Background: an optimization exercise with open tools, aiming at a short achievable clock period and few clock cycles per item. Do not read the settings as production practice.
In this exercise RTL edits were held to simulation tests only and were not proved equivalent to the original.

## flow/design.v (module list and top-level ports; edited modules follow where they fit)
// module md_mul_stage1: 1835 lines
// module md_mul_stage2: 135 lines
// module md_lzc32: 68 lines
// module md_divider_core: 42 lines
// module mult_div_unit: 154 lines
module mult_div_unit
#(
   parameter int WIDTH = MD_WIDTH
) (
   input  logic             clk,
   input  logic             rst,
   input  logic             mult_en_e,
   input  logic             div_en_e,
   input  logic             unsigned_instr_e,
   input  logic             hi_write_e,
   input  logic             lo_write_e,
   input  logic [1:0]       hi_src_e,
   input  logic [1:0]       lo_src_e,
   input  logic [WIDTH-1:0] src_a_e,
   input  logic [WIDTH-1:0] src_b_e,
   output logic [WIDTH-1:0] hi_out,
   output logic [WIDTH-1:0] lo_out,
   output logic             busy,
   output logic             done
);
  // ...
==> flow/run.sh <==
#!/bin/bash
# synth_recipe.tcl (not shown) runs the flow's synth.tcl, then flattens the netlist and writes it again
# the make line also repeats each setting of config.mk as NAME=value (left out here)
make -C /OpenROAD-flow-scripts/flow DESIGN_CONFIG=/design/flow/config.mk WORK_HOME=/design/flow/orfs CLKGATE_MAP_FILE= SYNTH_SCRIPT=/design/flow/synth_recipe.tcl finish
==> flow/config.mk <==
export PLATFORM = sky130hd
export DESIGN_NAME = mult_div_unit
export DESIGN_NICKNAME = mult_div_unit
export VERILOG_FILES = /design/flow/design.v
export SDC_FILE = /design/flow/constraint.sdc
export NUM_CORES = 4
export LEC_CHECK = 0
export ABC_CLOCK_PERIOD_IN_PS = 3000
export CAP_MARGIN = 20
export CORE_MARGIN = 2
export CORE_UTILIZATION = 30
export SETUP_SLACK_MARGIN = 5
export SLEW_MARGIN = 20
export TNS_END_PERCENT = 100
==> flow/constraint.sdc <==
create_clock -name core_clock -period 11.0 [get_ports {clk}]
set_input_delay 2.2000 -clock core_clock [delete_from_list [all_inputs] [get_ports {clk}]]
set_output_delay 2.2000 -clock core_clock [all_outputs]
set_load 0.01 [all_outputs]
==> run notes, run 1 <==
status=complete, no violations; Die H=548 um; Final Worst Setup Slack=3.97 ns; buffer and inverter count on the worst path=5; Initial Util=30.2%; clock tree sinks=463; Worst Setup EP=hi_out[30]; slowest cell on the critical path=o31ai_4; gr usage total=29.3%; commonest non-fill, non-tap cell in the layout=inv_1; die area=301000 um2; most frequent cell after synthesis=inv_1; most frequent cells in the layout=982 x inv_1, 803 x ha_1, 749 x xnor2_1, 676 x nand2_1, 669 x buf_4; Post-synth EDFFs=266; CP required=8.80 ns; Worst-Skew Late Latency=0.68 ns; fraction of layout cells with a size suffix above 1=20.9%; post-synthesis compound-gate area fraction=26.8%; max FFs per register=264; Slew HR=20.3%; port buffer count=140; synthesized cell area=88900 um2; crit-path cells=ha_4 > nand4_1 > buf_4 > nor4_4 > nand4b_1 > buf_6 > or3_4 > o2111ai_4 > a31oi_4 > buf_6 > o31ai_4 > a21oi_4 > nor3b_2 > buf_4 > nor2_4 > xnor2_2 > buf_2; dpl cells=14700; area grow syn2layout=28.9%; setup TNS=0 ns; Reg with most FFs=mul_q; syn nets=12500
Testbench counts, summed over its fixed seeds: cycles 3,856, ops 2,400.
==> run 2, diff against run 1 <==
--- a/flow/config.mk
+++ b/flow/config.mk
@@ -7,6 +7,5 @@
 export LEC_CHECK = 0
-export ABC_CLOCK_PERIOD_IN_PS = 3000
 export CAP_MARGIN = 20
 export CORE_MARGIN = 2
-export CORE_UTILIZATION = 30
+export CORE_UTILIZATION = 40
 export SETUP_SLACK_MARGIN = 5
==> run notes, run 2 <==
CTS Hold Bufs=0; Initial Util=40.1% (+9.9 points); TritonCTS clock tree=built; setup violators final=0; synthesized cell area=88900 um2 (unchanged); grt ovf=0; Core Region=221000 um2; Die Span X=475 um; port buffer count=140 (unchanged); kind of critical path=register to output pin; Adder-Cell Fraction of Synth Area=25.3%; fraction of layout cells with a size suffix above 1=24.8% (+3.8 points); CTS Buf Count=66; Synth top cells by count=1047 x inv_1, 942 x ha_1, 829 x xnor2_1; wire per inst=36.8 um; post-route cell area=117000 um2; count of final hold-check violations=0; Vias/cell=6.65; most frequent cells in the layout=911 x inv_1, 790 x ha_1, 773 x buf_4, 734 x xnor2_1, 684 x nand2_1; syn nets=12500 (unchanged); Tcrit/Tclk final=60.8%; worst slew pin tran=1.29 ns; post-synthesis mux area share=0.397%; Synth Flop Type=edfxtp_1; fin crit period=6.69 ns; Startpoint Class=register; clk slew on worst S/H paths=0.06 ns; DRT antenna net count=0; post-synthesis simple-gate area fraction=13.1%; setup TNS=0 ns (unchanged); Reg with most FFs=mul_q; biggest regs=mul_q (264), hl_q (127); Post-Place Setup Slack=1.25 ns; Yosys top cell area share=13.3%; maximum clock path buffer count=3; Mapped Avg Cell Area=8.13 um2; crit-path cells=ha_4 > buf_12 > a21oi_1 > o21ai_2 > a31oi_1 > a21oi_2 > o21ai_4 > o2111ai_4 > a31oi_4 > nor2_4 > a41o_1 > a41o_1 > nand2_2 > nand2b_4 > a21oi_4 > xnor2_4 > buf_6; Post-Synth XOR/XNOR Area=13.3%; post-synthesis compound-gate area fraction=26.8% (unchanged); synth top area cells=ha_1 13%, fa_1 12%, edfxtp_1 9.0%; vias=98800; dpl hpwl=391000 um; Post-Route WL=547000 um; initial antenna violation count=31; most frequent cell after synthesis=inv_1; Post-synth EDFFs=266 (unchanged); Arr. time, crit path=4.49 ns; vias in the first global route=94300; commonest non-fill, non-tap cell in the layout=inv_1; library cells used by synthesis=115; Die H=475 um (-13%); Core Rows=173; Crit path top cell by count=a41o_1; # IOs=141; worst hold path type=register to register; max FFs per register=264 (unchanged); TritonRoute pass-1 iters=11; 1st-iter DRT viols=12700; gr usage total=46.4% (+17 points); Critical Path Sink Type=output pin; largest family of logic cells by synthesized area=compound AO/OA/AOI/OAI gates; worst-path fanout max=6; status=complete, no violations; max-cap violations=0; area grow syn2layout=32.1%; Slew HR=13.0% (-7.3 points); clock tree sinks=463 (unchanged); Final nets=13400; die area=226000 um2 (-25%); # DRC=0; Syn Inst Count=10900; clock tree root driver cell=clkbuf_16; final max-slew violation count=0; FILL cells=20100; clock skew=0.0687 ns; Achievable Freq=0.150 GHz; synth warn=5; H-tree Lvls=3; CP peak stage delay=0.46 ns; Worst-Skew Late Latency=0.75 ns (+0.07 ns); GP Congestion=1.07; #FFs+latches synth=463; sequential fraction of the synthesis area=14.2%; worst hold slack=0.497 ns; RSZ-0062 raised after global routing=yes; Final Worst Setup Slack=4.31 ns (+0.345 ns); Synth area leader=ha_1; Placement Cell Area=95900 um2; CP required=8.80 ns (about the same); Async SR Flop Fraction=27.9%; largest net degree at the start of global routing=80; slowest cell on the critical path=dfrtp_2; global-route wire length before repair=739000 um
[run 2: critical path, delay by kind of cell, from the launching register on]
family	cells	cell delay [ns]
adders and majority gates	1	0.30
AOI/OAI and AO/OA	10	2.24
xor gates and xnor gates	1	0.21
and+or+nand+nor	3	0.23
DFF	1	0.46
buffers and inverters	2	0.30
[run 2: cell families (layout without fill, tap and decap cells)]
kind of cell / count (synthesis) / after routing
flip-flops: 463 / 463
XOR/XNOR: 1347 / 1349
AO/OA/AOI/OAI: 3523 / 3524
AND/OR/NAND/NOR: 2452 / 2467
other: 1 / 30
adder cells (fa/ha/maj): 1476 / 1476
multiplexers: 34 / 35
buffers and inverters: 1637 / 2536
[run 2: per-layer routing]
metal  vias up  GRT usage [%]  wire length, um
met5         -         0.0640              406
met4        16           52.9            78800
met3      2891           13.4            56800
met2      7138           70.3           231000
met1     47700           48.8           179000
li1      41000              -                -
[run 2: cell type report]
| class | count | area (um2) | share of cell area (%) |
|---|---|---|---|
| Antenna cell | 29 | 72.6 | 0.0618 |
| Sequential cell | 463 | 12600 | 10.7 |
| Inverter | 1062 | 4310 | 3.67 |
| Timing Repair Buffer | 1353 | 14900 | 12.7 |
| Clock buffer | 93 | 1900 | 1.62 |
| Timing Repair inverter | 2 | 17.5 | 0.0149 |
| Clock inverter | 26 | 260 | 0.222 |
| Multi-Input combinational cell | 8852 | 79700 | 67.9 |
| Tap cell | 2975 | 3720 | 3.17 |
[run 2: path summary, 6_finish.rpt]
path | slack [ns] | cells after the start | end | start
max | 4.31 | 17 | hi_out[28] | hl_q[97]
min | 0.50 | 2 | quot_q[5] | quot_q[1]
max reg2reg | 4.49 | 17 | hl_q[63] | rem_q[1]
min reg2reg | 0.50 | 2 | quot_q[5] | quot_q[1]
max in group asynchronous | 7.65 | 3 | hl_q[81] | rst
min in group asynchronous | 2.00 | 2 | hl_q[0] | rst
[run 2: per-stage QoR]
stage / util (%) / std cells
finish: 53.0 / 14900
global route: 53.0 / 14800
CTS: 50.3 / 14500
detailed placement: 43.3 / 13800
global placement: 43.3 / 13800
floorplan: - / 10900
[run 2: what timing repair did]
| item | 4_1_cts | 5_1_grt |
|---|---|---|
| endpoints found under the setup margin | 441 | 294 |
| gates cloned | 56 | 9 |
| pin swaps | 520 | 522 |
| gates resized for setup | 1788 | 776 |
| setup buffers | 596 | 287 |

[what the ideal ports hide]
No port has a modelled driver above. Below, the same layouts with a new extraction and two added sets of constraints.
Step 1 (the two cells are an assumption about what drives the block):
set clk [get_ports {clk}]
set_driving_cell -lib_cell sky130_fd_sc_hd__clkbuf_16 $clk
set_driving_cell -lib_cell sky130_fd_sc_hd__buf_2 [delete_from_list [all_inputs] $clk]
Step 2, shift: input delay + t, output delay - t, t = (earliest + latest rising clock arrival at the registers) / 2. This alone moves slack from input paths to output paths.
Three values: ideal, step 1, step 2; two values: the first two.
run	shift t [ns]	setup slack, ns	clock arrival spread, ns
run 1	0.783	3.967 / 3.850 / 3.318	0.029 / 0.030
run 2	0.815	4.312 / 4.215 / 3.569	0.069 / 0.069
After both steps setup and hold are still met in every run listed. For run 2, which loses most, drivers alone change the setup slack by -0.097 ns; drivers and shift together by -0.743 ns.
